This design comes from an exercise in tuning for small area on the open sky130 flow, not from production work. In this exercise RTL edits were held to simulation tests only and were not proved equivalent to the original. No activity file was given, so power comes from the tool's default toggle rates.

<file path="flow/design.v">
`default_nettype none
module param_weight_buffer #(
  parameter int DW    = 8,
  parameter int LANES = 11,
  parameter int TAPS  = 7,
  parameter int WPB   = 9
) (
  input  logic                 clk,
  input  logic                 rst,
  input  logic                 weight_valid,
  input  logic [WPB*DW-1:0]    weight_i,
  output logic                 weight_ready,
  input  logic                 swap,
  input  logic                 en_cnt,
  output logic                 shadow_full,
  output logic                 active_valid,
  output logic                 tap_last,
  output logic [LANES*DW-1:0]  para_weight_o
);
  localparam int c_NWORDS = LANES * TAPS;
  localparam int c_NBEATS = (c_NWORDS + WPB - 1) / WPB;
  localparam int c_TIW    = (TAPS > 1) ? $clog2(TAPS) : 1;
  localparam int c_BCW    = $clog2(c_NBEATS + 1);
  localparam logic [0:0] c_ST_FILL = 1'b0;
  localparam logic [0:0] c_ST_FULL = 1'b1;
  logic [0:0]       state_q, state_d;
  logic [c_BCW-1:0] beat_cnt_q, beat_cnt_d;
  logic [c_TIW-1:0] tap_q, tap_d;
  logic             active_valid_q, active_valid_d;
  logic w_accept;
  logic w_swap_acc;
  logic w_last_beat;
  assign w_accept    = weight_valid & weight_ready;
  assign w_swap_acc  = swap & shadow_full;
  assign w_last_beat = (beat_cnt_q == c_BCW'(c_NBEATS - 1));
  always_ff @(posedge clk) begin
    if (rst) begin
      state_q <= c_ST_FILL;
    end else begin
      state_q <= state_d;
    end
  end
  always_comb begin
    state_d = state_q;
    case (state_q)
      c_ST_FILL: if (w_accept && w_last_beat) state_d = c_ST_FULL;
      c_ST_FULL: if (w_swap_acc)              state_d = c_ST_FILL;
      default:                                state_d = c_ST_FILL;
    endcase
  end
  always_comb begin
    weight_ready = (state_q == c_ST_FILL);
    shadow_full  = (state_q == c_ST_FULL);
  end
  always_comb begin
    beat_cnt_d     = beat_cnt_q;
    tap_d          = tap_q;
    active_valid_d = active_valid_q;
    if (w_swap_acc) begin
      beat_cnt_d = '0;
    end else if (w_accept) begin
      beat_cnt_d = beat_cnt_q + 1'b1;
    end
    if (w_swap_acc) begin
      tap_d          = '0;
      active_valid_d = 1'b1;
    end else if (en_cnt) begin
      if (tap_q == c_TIW'(TAPS - 1)) tap_d = '0;
      else                           tap_d = tap_q + 1'b1;
    end
  end
  always_ff @(posedge clk) begin
    if (rst) begin
      beat_cnt_q     <= '0;
      tap_q          <= '0;
      active_valid_q <= 1'b0;
    end else begin
      beat_cnt_q     <= beat_cnt_d;
      tap_q          <= tap_d;
      active_valid_q <= active_valid_d;
    end
  end
  assign active_valid = active_valid_q;
  assign tap_last     = (tap_q == c_TIW'(TAPS - 1));
  for (genvar l = 0; l < LANES; l++) begin : g_lane
    logic [DW-1:0] w_taps [TAPS];
    for (genvar t = 0; t < TAPS; t++) begin : g_tap
      localparam int c_K    = l * TAPS + t;
      localparam int c_BEAT = c_K / WPB;
      localparam int c_WORD = c_K % WPB;
      logic [DW-1:0] shadow_q;
      logic [DW-1:0] active_q;
      always_ff @(posedge clk) begin
        if (rst) begin
          shadow_q <= '0;
          active_q <= '0;
        end else begin
          if (w_accept && (beat_cnt_q == c_BCW'(c_BEAT))) begin
            shadow_q <= weight_i[c_WORD*DW +: DW];
          end
          if (w_swap_acc) begin
            active_q <= shadow_q;
          end
        end
      end
      assign w_taps[t] = active_q;
    end
    assign para_weight_o[l*DW +: DW] = w_taps[tap_q];
  end
endmodule
`default_nettype wire
</file>
<file path="flow/run.sh">
#!/bin/bash
# synth_recipe.tcl (not shown) runs the flow's synth.tcl, then flattens the netlist and writes it again
# the make line also repeats each setting of config.mk as NAME=value (left out here)
make -C /OpenROAD-flow-scripts/flow DESIGN_CONFIG=/design/flow/config.mk WORK_HOME=/design/flow/orfs CLKGATE_MAP_FILE= SYNTH_SCRIPT=/design/flow/synth_recipe.tcl finish
</file>
<file path="flow/config.mk">
export PLATFORM = sky130hd
export DESIGN_NAME = param_weight_buffer
export DESIGN_NICKNAME = param_weight_buffer
export VERILOG_FILES = /design/flow/design.v
export SDC_FILE = /design/flow/constraint.sdc
export NUM_CORES = 4
export LEC_CHECK = 0
export CAP_MARGIN = 20
export CORE_MARGIN = 2
export CORE_UTILIZATION = 40
export SLEW_MARGIN = 20
</file>
<file path="flow/constraint.sdc">
create_clock -name core_clock -period 6.0 [get_ports {clk}]
set_input_delay 1.2000 -clock core_clock [delete_from_list [all_inputs] [get_ports {clk}]]
set_output_delay 1.2000 -clock core_clock [all_outputs]
set_load 0.01 [all_outputs]
</file>
==> reports/results.ini, run 1 <==
[pwr]
power_mw = 18.24
p_per_area_nw_per_um2 = 330.2
p_sw_mw = 4.507
p_comb_frac = 0.077
p_int_mw = 13.73
share_seq_of_total_power = 0.457
peakVddDrop_uv = 295.2
p_clk_frac = 0.466
power_leakage_nw = 17.90
sw_frac_of_total = 0.2471

[yosys]
avgSynthCellArea_um2 = 7.634
yosysWarnings = 12
ys.flop_type = dfxtp_1
yosysSeqAreaShare = 0.5133
syn_nets = 6422
syn_inst = 6340
synth-edff-count = 0
synthDistinctLibCells = 39
ys_ff_latch = 1241
async_flop_share = 0
synth_area_um2 = 48400

[timing]
fmax_mhz = 191.3
finalCritPeriodShare = 0.8713
final-setup-viol-count = 0
timing.final.hold_violations = 0
period_needed_ns = 5.228
maxSlewViolCount = 0
relSlewSlack = 0.1890
rsz0062_at_grt = no
setup_tns_ns = 0
tightest_slew_ns = 1.213
fin_skew_ns = 0.02262

[critical_path]
required_ns = 4.80
crit_fanout = 49
path_cells = inv_1 > ha_4 > nor3_2 > buf_4 > a21oi_1 > nor2_1 > o22a_1 > clkdlybuf4s50_1
cp-start-kind = flop
cp_slowest_cell = buf_4
critPathKind = reg -> out
worst_setup_path_end_kind = output port
cp.arrival_ns = 4.03
cpPeakStageDelay_ns = 0.75

[place]
io_buffer_count = 168
dp_hpwl_um = 97560
gp_congestion = 0.8277
dpl_cell_area_um2 = 50720

[routing]
routedWlPerCell_um = 22.26
via_per_inst = 5.488
routed_wl_um = 175500
drc_errors = 0
ant_nets = 0
drt_pre_antenna_iters = 5
num_vias = 43280
drtIter0Drc = 5015

[floorplan]
start_util = 0.4034
rows = 127
io_pins = 169
die_w_um = 351.8
die_y_um = 351.8
core-area_um2 = 120000
dieArea_um2 = 123800

[clock_network]
cts_buffer_depth = 3
tritoncts = done
clkTransAtPathRegs_ns = 0.06
post-cts-setup-buffers = 0
clock_latency_ns = 0.74
htree_levels = 4
numCtsBuffers = 131
postCtsHoldBufs = 0
ctsResizeCount = 0
cts_root_buf = clkbuf_16
cts_sinks = 1241

[finish]
areaGrowthSynthToFinish_pct = 14.12
nets = 6250
final_area_um2 = 55230
drive_gt1_frac = 0.07224
fill_cells = 11950

[global_route]
antenna_found_initial = 16
gr-total-overflow = 0
grt_pass1_vias = 38610
grt_use_total = 0.2756
grt_pass1_wl_um = 256100
grt_max_degree = 164

[run_status]
outcome = finished clean

[job]
cap_violations = 0

[min_path]
min_path_type = reg -> reg

-- synthesized netlist by cell type (2+ instances only) --
master / instances / area [um2]
o221ai_1: 76 / 665.6
o21ai_0: 14 / 70.07
a22oi_1: 2 / 15.01
buf_6: 3 / 33.78
ha_1: 5 / 62.56
buf_2: 227 / 1136
o22a_1: 77 / 674.4
dfxtp_1: 1241 / 24840
a41oi_1: 11 / 96.34
nor2b_1: 3 / 18.77
nand3_2: 6 / 60.06
nor2_1: 103 / 386.6
a22o_1: 11 / 96.34
clkbuf_1: 306 / 1149
nand2_1: 2582 / 9692
mux2i_1: 79 / 790.8
a21oi_1: 1411 / 7062
and3_1: 8 / 50.05
mux2_2: 76 / 855.8
and2_1: 3 / 18.77
buf_1: 10 / 37.54
or2_2: 3 / 18.77
nand3_1: 13 / 65.06
nor2_2: 2 / 12.51
nor3_1: 7 / 35.03
a311oi_1: 2 / 17.52
inv_1: 4 / 15.01
buf_4: 44 / 330.3
-- path summary, 6_finish.rpt --
| path | start | endpoint | slack [ns] | cells past startpoint |
|---|---|---|---|---|
| worst min-delay path | g_lane[9].g_tap[5].shadow_q[0] | g_lane[9].g_tap[5].active_q[0] | 0.44 | 2 |
| worst max-delay path | tap_q[2] | para_weight_o[40] | 0.77 | 8 |
| worst max register to register | state_q | g_lane[0].g_tap[3].shadow_q[4] | 3.00 | 5 |
| worst min register to register | g_lane[9].g_tap[5].shadow_q[0] | g_lane[9].g_tap[5].active_q[0] | 0.44 | 2 |
-- logic make-up after synthesis --
logic type / after synthesis / synth area share
buffers and inverters: 595 / 0.05589
muxes: 155 / 0.03402
adders and majority gates: 5 / 0.001293
AOI/OAI and AO/OA: 1607 / 0.1803
and+or+nand+nor: 2737 / 0.2152
DFF: 1241 / 0.5133
-- cells in the final DEF, fill, tap and decap left out, drive strengths merged, types with 2 or more instances in the layout --
| cell | count |
|---|---|
| nor2 | 105 |
| a311oi | 2 |
| clkinv | 30 |
| a22o | 11 |
| a41oi | 11 |
| or2 | 3 |
| o21ai | 14 |
| nor2b | 4 |
| and2 | 3 |
| nor3 | 7 |
| a21oi | 1411 |
| mux2i | 79 |
| nand3 | 19 |
| dfxtp | 1241 |
| o221ai | 76 |
| mux2 | 76 |
| a22oi | 2 |
| inv | 12 |
| clkinvlp | 3 |
| o22a | 77 |
| nand2 | 2582 |
| bufinv | 11 |
| clkbuf | 185 |
| clkdlybuf4s50 | 159 |
| and3 | 8 |
| buf | 126 |
| ha | 5 |
| diode | 3 |
-- critical path, delay by kind of cell (launching register included) --
kind,cells,cell delay (ns)
AOI/OAI and AO/OA,2,0.40
and+or+nand+nor,2,0.51
adders and majority gates,1,0.36
DFF,1,0.54
buffers and inverters,3,1.44
-- per-layer routing --
layer	GRT usage	share of wire	vias to the layer above
met5	0	0	-
li1	-	-	20410
met2	0.4373	0.46	1763
met4	0.1013	0.034	0
met1	0.3815	0.43	20820
met3	0.03718	0.080	292
-- state kept, by name, summed over array words and instances (netlist names) --
name / count
active_valid_q: 1
beat_cnt_q: 4
g_lane.g_tap.active_q: 616
g_lane.g_tap.shadow_q: 616
state_q: 1
tap_q: 3
-- cell type report --
| cell class | instances | area, um2 | area share |
|---|---|---|---|
| flip-flops and latches | 1241 | 24860 | 0.4500 |
| well taps | 1612 | 2017 | 0.03652 |
| multi-input cells | 4504 | 20970 | 0.3797 |
| clock inverters | 51 | 638.1 | 0.01155 |
| diodes | 3 | 7.507 | 0.0001359 |
| inverters | 5 | 21.27 | 0.0003851 |
| clock buffers | 185 | 3875 | 0.07016 |
| repair buffers | 285 | 2850 | 0.05160 |
-- metrics by stage --
step | std cells | util | hold WS (ns) | worst slack (ns)
2_1_floorplan | 6340 | - | 0.4321 | 2.958
3_3_place_gp | 7647 | 0.4228 | 0.4353 | 1.610
3_5_place_dp | 7647 | 0.4228 | 0.4400 | 1.599
4_1_cts | 7883 | 0.4604 | 0.4384 | 0.7924
5_1_grt | 7883 | 0.4603 | 0.4590 | 0.6525
6_report | 7886 | 0.4604 | 0.4380 | 0.7719
-- power groups by stage --
stage / Sequential [mW] / Combinational, mW / Clock, mW
6_report: 8.34 / 1.40 / 8.49
5_1_grt: 8.34 / 1.45 / 8.91
4_1_cts: 8.34 / 1.39 / 8.59
3_5_place_dp: 8.52 / 1.39 / 0
3_3_place_gp: 8.52 / 1.38 / 0
2_1_floorplan: 8.51 / 0.679 / 0
==> run 2, diff against run 1 <==
==> flow/design.v (replaced) <==
`default_nettype none
module param_weight_buffer #(
  parameter int DW    = 8,
  parameter int LANES = 11,
  parameter int TAPS  = 7,
  parameter int WPB   = 9
) (
  input  logic                 clk,
  input  logic                 rst,
  input  logic                 weight_valid,
  input  logic [WPB*DW-1:0]    weight_i,
  output logic                 weight_ready,
  input  logic                 swap,
  input  logic                 en_cnt,
  output logic                 shadow_full,
  output logic                 active_valid,
  output logic                 tap_last,
  output logic [LANES*DW-1:0]  para_weight_o
);
  localparam int c_NWORDS = LANES * TAPS;
  localparam int c_NBEATS = (c_NWORDS + WPB - 1) / WPB;
  logic                full_q, full_n_q;
  logic [c_NBEATS-1:0] beat_q, beat_n_q;
  logic [TAPS-1:0]     tap_q;       
  logic [TAPS-1:0]     sel_q;       
  logic                active_valid_q;
  logic w_accept;
  logic w_swap_acc;
  logic w_act_we, w_act_hold;
  assign weight_ready = full_n_q;
  assign shadow_full  = full_q;
  assign w_accept     = weight_valid & full_n_q;
  assign w_swap_acc   = swap & full_q;
  assign w_act_we     = swap & full_q;
  assign w_act_hold   = ~swap | full_n_q;
  logic [TAPS-1:0] w_tap_next;
  always_comb begin
    if (w_swap_acc)  w_tap_next = TAPS'(1);
    else if (en_cnt) w_tap_next = {tap_q[TAPS-2:0], tap_q[TAPS-1]};
    else             w_tap_next = tap_q;
  end
  always_ff @(posedge clk) begin
    if (rst) begin
      full_q         <= 1'b0;
      full_n_q       <= 1'b1;
      beat_q         <= c_NBEATS'(1);
      beat_n_q       <= ~(c_NBEATS'(1));
      tap_q          <= TAPS'(1);
      sel_q          <= '0;
      active_valid_q <= 1'b0;
    end else begin
      if (w_swap_acc) begin
        full_q   <= 1'b0;
        full_n_q <= 1'b1;
        beat_q   <= c_NBEATS'(1);
        beat_n_q <= ~(c_NBEATS'(1));
      end else if (w_accept) begin
        if (beat_q[c_NBEATS-1]) begin
          full_q   <= 1'b1;
          full_n_q <= 1'b0;
        end
        beat_q   <= {beat_q[c_NBEATS-2:0], 1'b0};
        beat_n_q <= {beat_n_q[c_NBEATS-2:0], 1'b1};
      end
      tap_q <= w_tap_next;
      if (w_swap_acc) active_valid_q <= 1'b1;
      sel_q <= w_tap_next & {TAPS{active_valid_q | w_swap_acc}};
    end
  end
  assign active_valid = active_valid_q;
  assign tap_last     = tap_q[TAPS-1];
  logic [c_NBEATS-1:0] w_sh_we, w_sh_hold;
  for (genvar b = 0; b < c_NBEATS; b++) begin : g_beat
    assign w_sh_we[b]   = weight_valid & beat_q[b];
    assign w_sh_hold[b] = ~weight_valid | beat_n_q[b];
  end
  for (genvar l = 0; l < LANES; l++) begin : g_lane
    logic [DW-1:0] w_or [TAPS+1];
    assign w_or[0] = '0;
    for (genvar t = 0; t < TAPS; t++) begin : g_tap
      localparam int c_K    = l * TAPS + t;
      localparam int c_BEAT = c_K / WPB;
      localparam int c_WORD = c_K % WPB;
      logic [DW-1:0] shadow_q;
      logic [DW-1:0] active_q;
      always_ff @(posedge clk) begin
        shadow_q <= (weight_i[c_WORD*DW +: DW] & {DW{w_sh_we[c_BEAT]}})
                  | (shadow_q & {DW{w_sh_hold[c_BEAT]}});
        active_q <= (shadow_q & {DW{w_act_we}}) | (active_q & {DW{w_act_hold}});
      end
      assign w_or[t+1] = w_or[t] | (active_q & {DW{sel_q[t]}});
    end
    assign para_weight_o[l*DW +: DW] = w_or[TAPS];
  end
endmodule
`default_nettype wire
==> reports/results.ini, run 2 <==
[clock_network]
cts_root_buf = clkbuf_16
clock_latency_ns = 0.74
tritoncts = done
post-cts-setup-buffers = 0
postCtsHoldBufs = 0
ctsResizeCount = 0
htree_levels = 4
cts_sinks = 1267
cts_buffer_depth = 3
clkTransAtPathRegs_ns = 0.06
numCtsBuffers = 131

[yosys]
ys.flop_type = dfxtp_1
syn_inst = 3374
synth_common_cells = 1267 x dfxtp_1, 1232 x a22o_1, 176 x a22oi_1, 142 x buf_6, 104 x clkbuf_1
synthDistinctLibCells = 26
synth-edff-count = 0
synth_top_area_share = 0.6004
ys_ff_latch = 1267
synth_area_um2 = 42240
synth.largest_area_cell = dfxtp_1
synthTopCellsByArea = dfxtp_1 60%, a22o_1 26%, buf_6 3.8%
yosysSeqAreaShare = 0.6004
syn_nets = 3451
yosysMostFrequentCell = dfxtp_1
avgSynthCellArea_um2 = 12.52
async_flop_share = 0
yosysWarnings = 12

[floorplan]
dieArea_um2 = 108200
io_pins = 169
core-area_um2 = 105000
rows = 119
start_util = 0.4024
die_w_um = 329.0
die_y_um = 329.0

[critical_path]
crit_fanout = 54
cp_slowest_cell = dfxtp_4
path_cells = buf_4 > a222oi_1 > nand3_1 > clkdlybuf4s50_1
r2r.worst_path.cells = 4
critPathTopFamily = buffers and inverters
critPathKind = reg -> out
required_ns = 4.80
cpPeakStageDelay_ns = 1.00
cp_num_buf_inv = 2
crit_cells = 4
worst_setup_path_end_kind = output port
cp.arrival_ns = 3.58
cp-start-kind = flop

[min_path]
min_path_type = reg -> reg
whs_path_depth = 1

[routing]
ant_nets = 0
num_vias = 29950
wl_met1_um = 60480
wl_met2_um = 63340
routedWlPerCell_um = 29.06
drt_pre_antenna_iters = 7
via_per_inst = 6.233
wl_met3_um = 11000
top_layer = met5
drtIter0Drc = 3611
drc_errors = 0
routed_wl_um = 139700

[timing]
setup_tns_ns = 0
final-setup-viol-count = 0
period_needed_ns = 4.780
timing.final.hold_violations = 0
setup_ws_ns = 1.220
fmax_mhz = 209.2
rsz0062_at_grt = no
maxSlewViolCount = 0
fin_skew_ns = 0.02272
finalCritPeriodShare = 0.7966
relSlewSlack = 0.1668
tightest_slew_ns = 1.246

[run_status]
outcome = finished clean

[finish]
areaGrowthSynthToFinish_pct = 13.67
fill_cells = 9473
postLayoutCoreUtil = 0.4574
drive_gt1_frac = 0.09315
nets = 3390
final_common_cell = dfxtp_1
layout_common_cells = 1260 x dfxtp_1, 1232 x a22o_1, 176 x a22oi_1
antenna_cells = 0
reg_top3 = g_lane.g_tap.active_q: 616 flops, g_lane.g_tap.shadow_q: 616 flops

[pwr]
p_per_area_nw_per_um2 = 372.4
power_leakage_nw = 18.56
peakVddDrop_uv = 275.1

[global_route]
gr-total-overflow = 0
grt_pass1_wl_um = 200300
grt_max_degree = 110
grt_pass1_vias = 28170
antenna_found_initial = 11
grt_use_total = 0.2507

[place]
dp_worst_setup_slack_ns = 2.080
dp_hpwl_um = 75870
gp_congestion = 0.7520
io_buffer_count = 168

[job]
cap_violations = 0

[run 2: changes by cell type after synthesis, sizes merged, moves of 88 or more]
cell,before,now
a22oi,2,176
a21oi,1411,11
nor2,105,8
clkbuf,306,104
a222oi,0,88
a22o,11,1232
nand2,2582,3
[run 2: logic make-up (layout without fill, tap and decap cells)]
group	after synthesis	after routing	share of synthesized area
buffers and inverters	430	470	0.06718
AOI/OAI and AO/OA	1528	1528	0.3132
muxes	7	7	0.001659
and+or+nand+nor	142	142	0.01753
DFF	1267	1267	0.6004
[run 2: power breakdown]
group	internal (mW)	leakage [nW]	switching [mW]
logic	0.275	6.10	0.401
clock network	4.93	2.18	3.41
registers	8.71	10.3	0.156
total	13.9	18.6	3.97
[run 2: area by class of cell]
| class | count | area (um2) | share of cell area |
|---|---|---|---|
| well taps | 1391 | 1740 | 0.03625 |
| inverters | 2 | 7.507 | 0.0001563 |
| repair buffers | 234 | 2322 | 0.04836 |
| clock inverters | 49 | 614.3 | 0.01279 |
| flip-flops and latches | 1267 | 25390 | 0.5288 |
| multi-input cells | 1677 | 14130 | 0.2942 |
| clock buffers | 185 | 3815 | 0.07945 |
[run 2: path summary, 6_finish.rpt]
path / from / to / slack, ns
min reg2reg: g_lane[2].g_tap[3].shadow_q[5] / g_lane[2].g_tap[3].active_q[5] / 0.45
max reg2reg: full_n_q / g_lane[8].g_tap[5].active_q[0] / 3.59
max: sel_q[6] / para_weight_o[13] / 1.22
min: g_lane[2].g_tap[3].shadow_q[5] / g_lane[2].g_tap[3].active_q[5] / 0.45
[run 2: metrics by stage]
stage	std cells	area, um2	power [mW]	hold slack, ns
after floorplan	3374	42240	9.406	0.4263
after global placement	4571	43610	9.697	0.4470
after global routing	4805	48020	18.39	0.4678
after CTS	4805	48020	17.97	0.4456
final	4805	48020	17.88	0.4507
after detailed placement	4571	43590	9.710	0.4519
[run 2: routing by layer]
metal,GRT usage,vias to the layer above
li1,-,13130
met1,0.3440,15280
met2,0.3924,1320
met3,0.04872,222
met4,0.09073,2
met5,0,-

[port drivers added, routing unchanged]
How much do the figures lean on ideal ports? The routed layouts below were timed once more, with nothing changed but the port constraints. Step 1 sets driving cells, clkbuf_16 on the clock port and buf_2 on the other inputs (assumed; they add their load-dependent delay and slew). Step 2 also shifts input and output timing later by t, the mid clock arrival at the registers, as if the neighbouring blocks saw the same clock. a / b / c = no drivers / after step 1 / after step 2; a / b = the first two.
run | t, ns | slack for setup (ns) | hold slack, ns | worst setup path at the end | cell pins on the clock port's net
run 1 | 0.802 | 0.772 / 0.703 / 1.505 | 0.438 / 0.438 / 0.438 | register to output | 1
run 2 | 0.796 | 1.220 / 1.150 / 1.945 | 0.451 / 0.451 / 0.451 | register to output | 1
After both steps setup and hold are still met in every run listed.
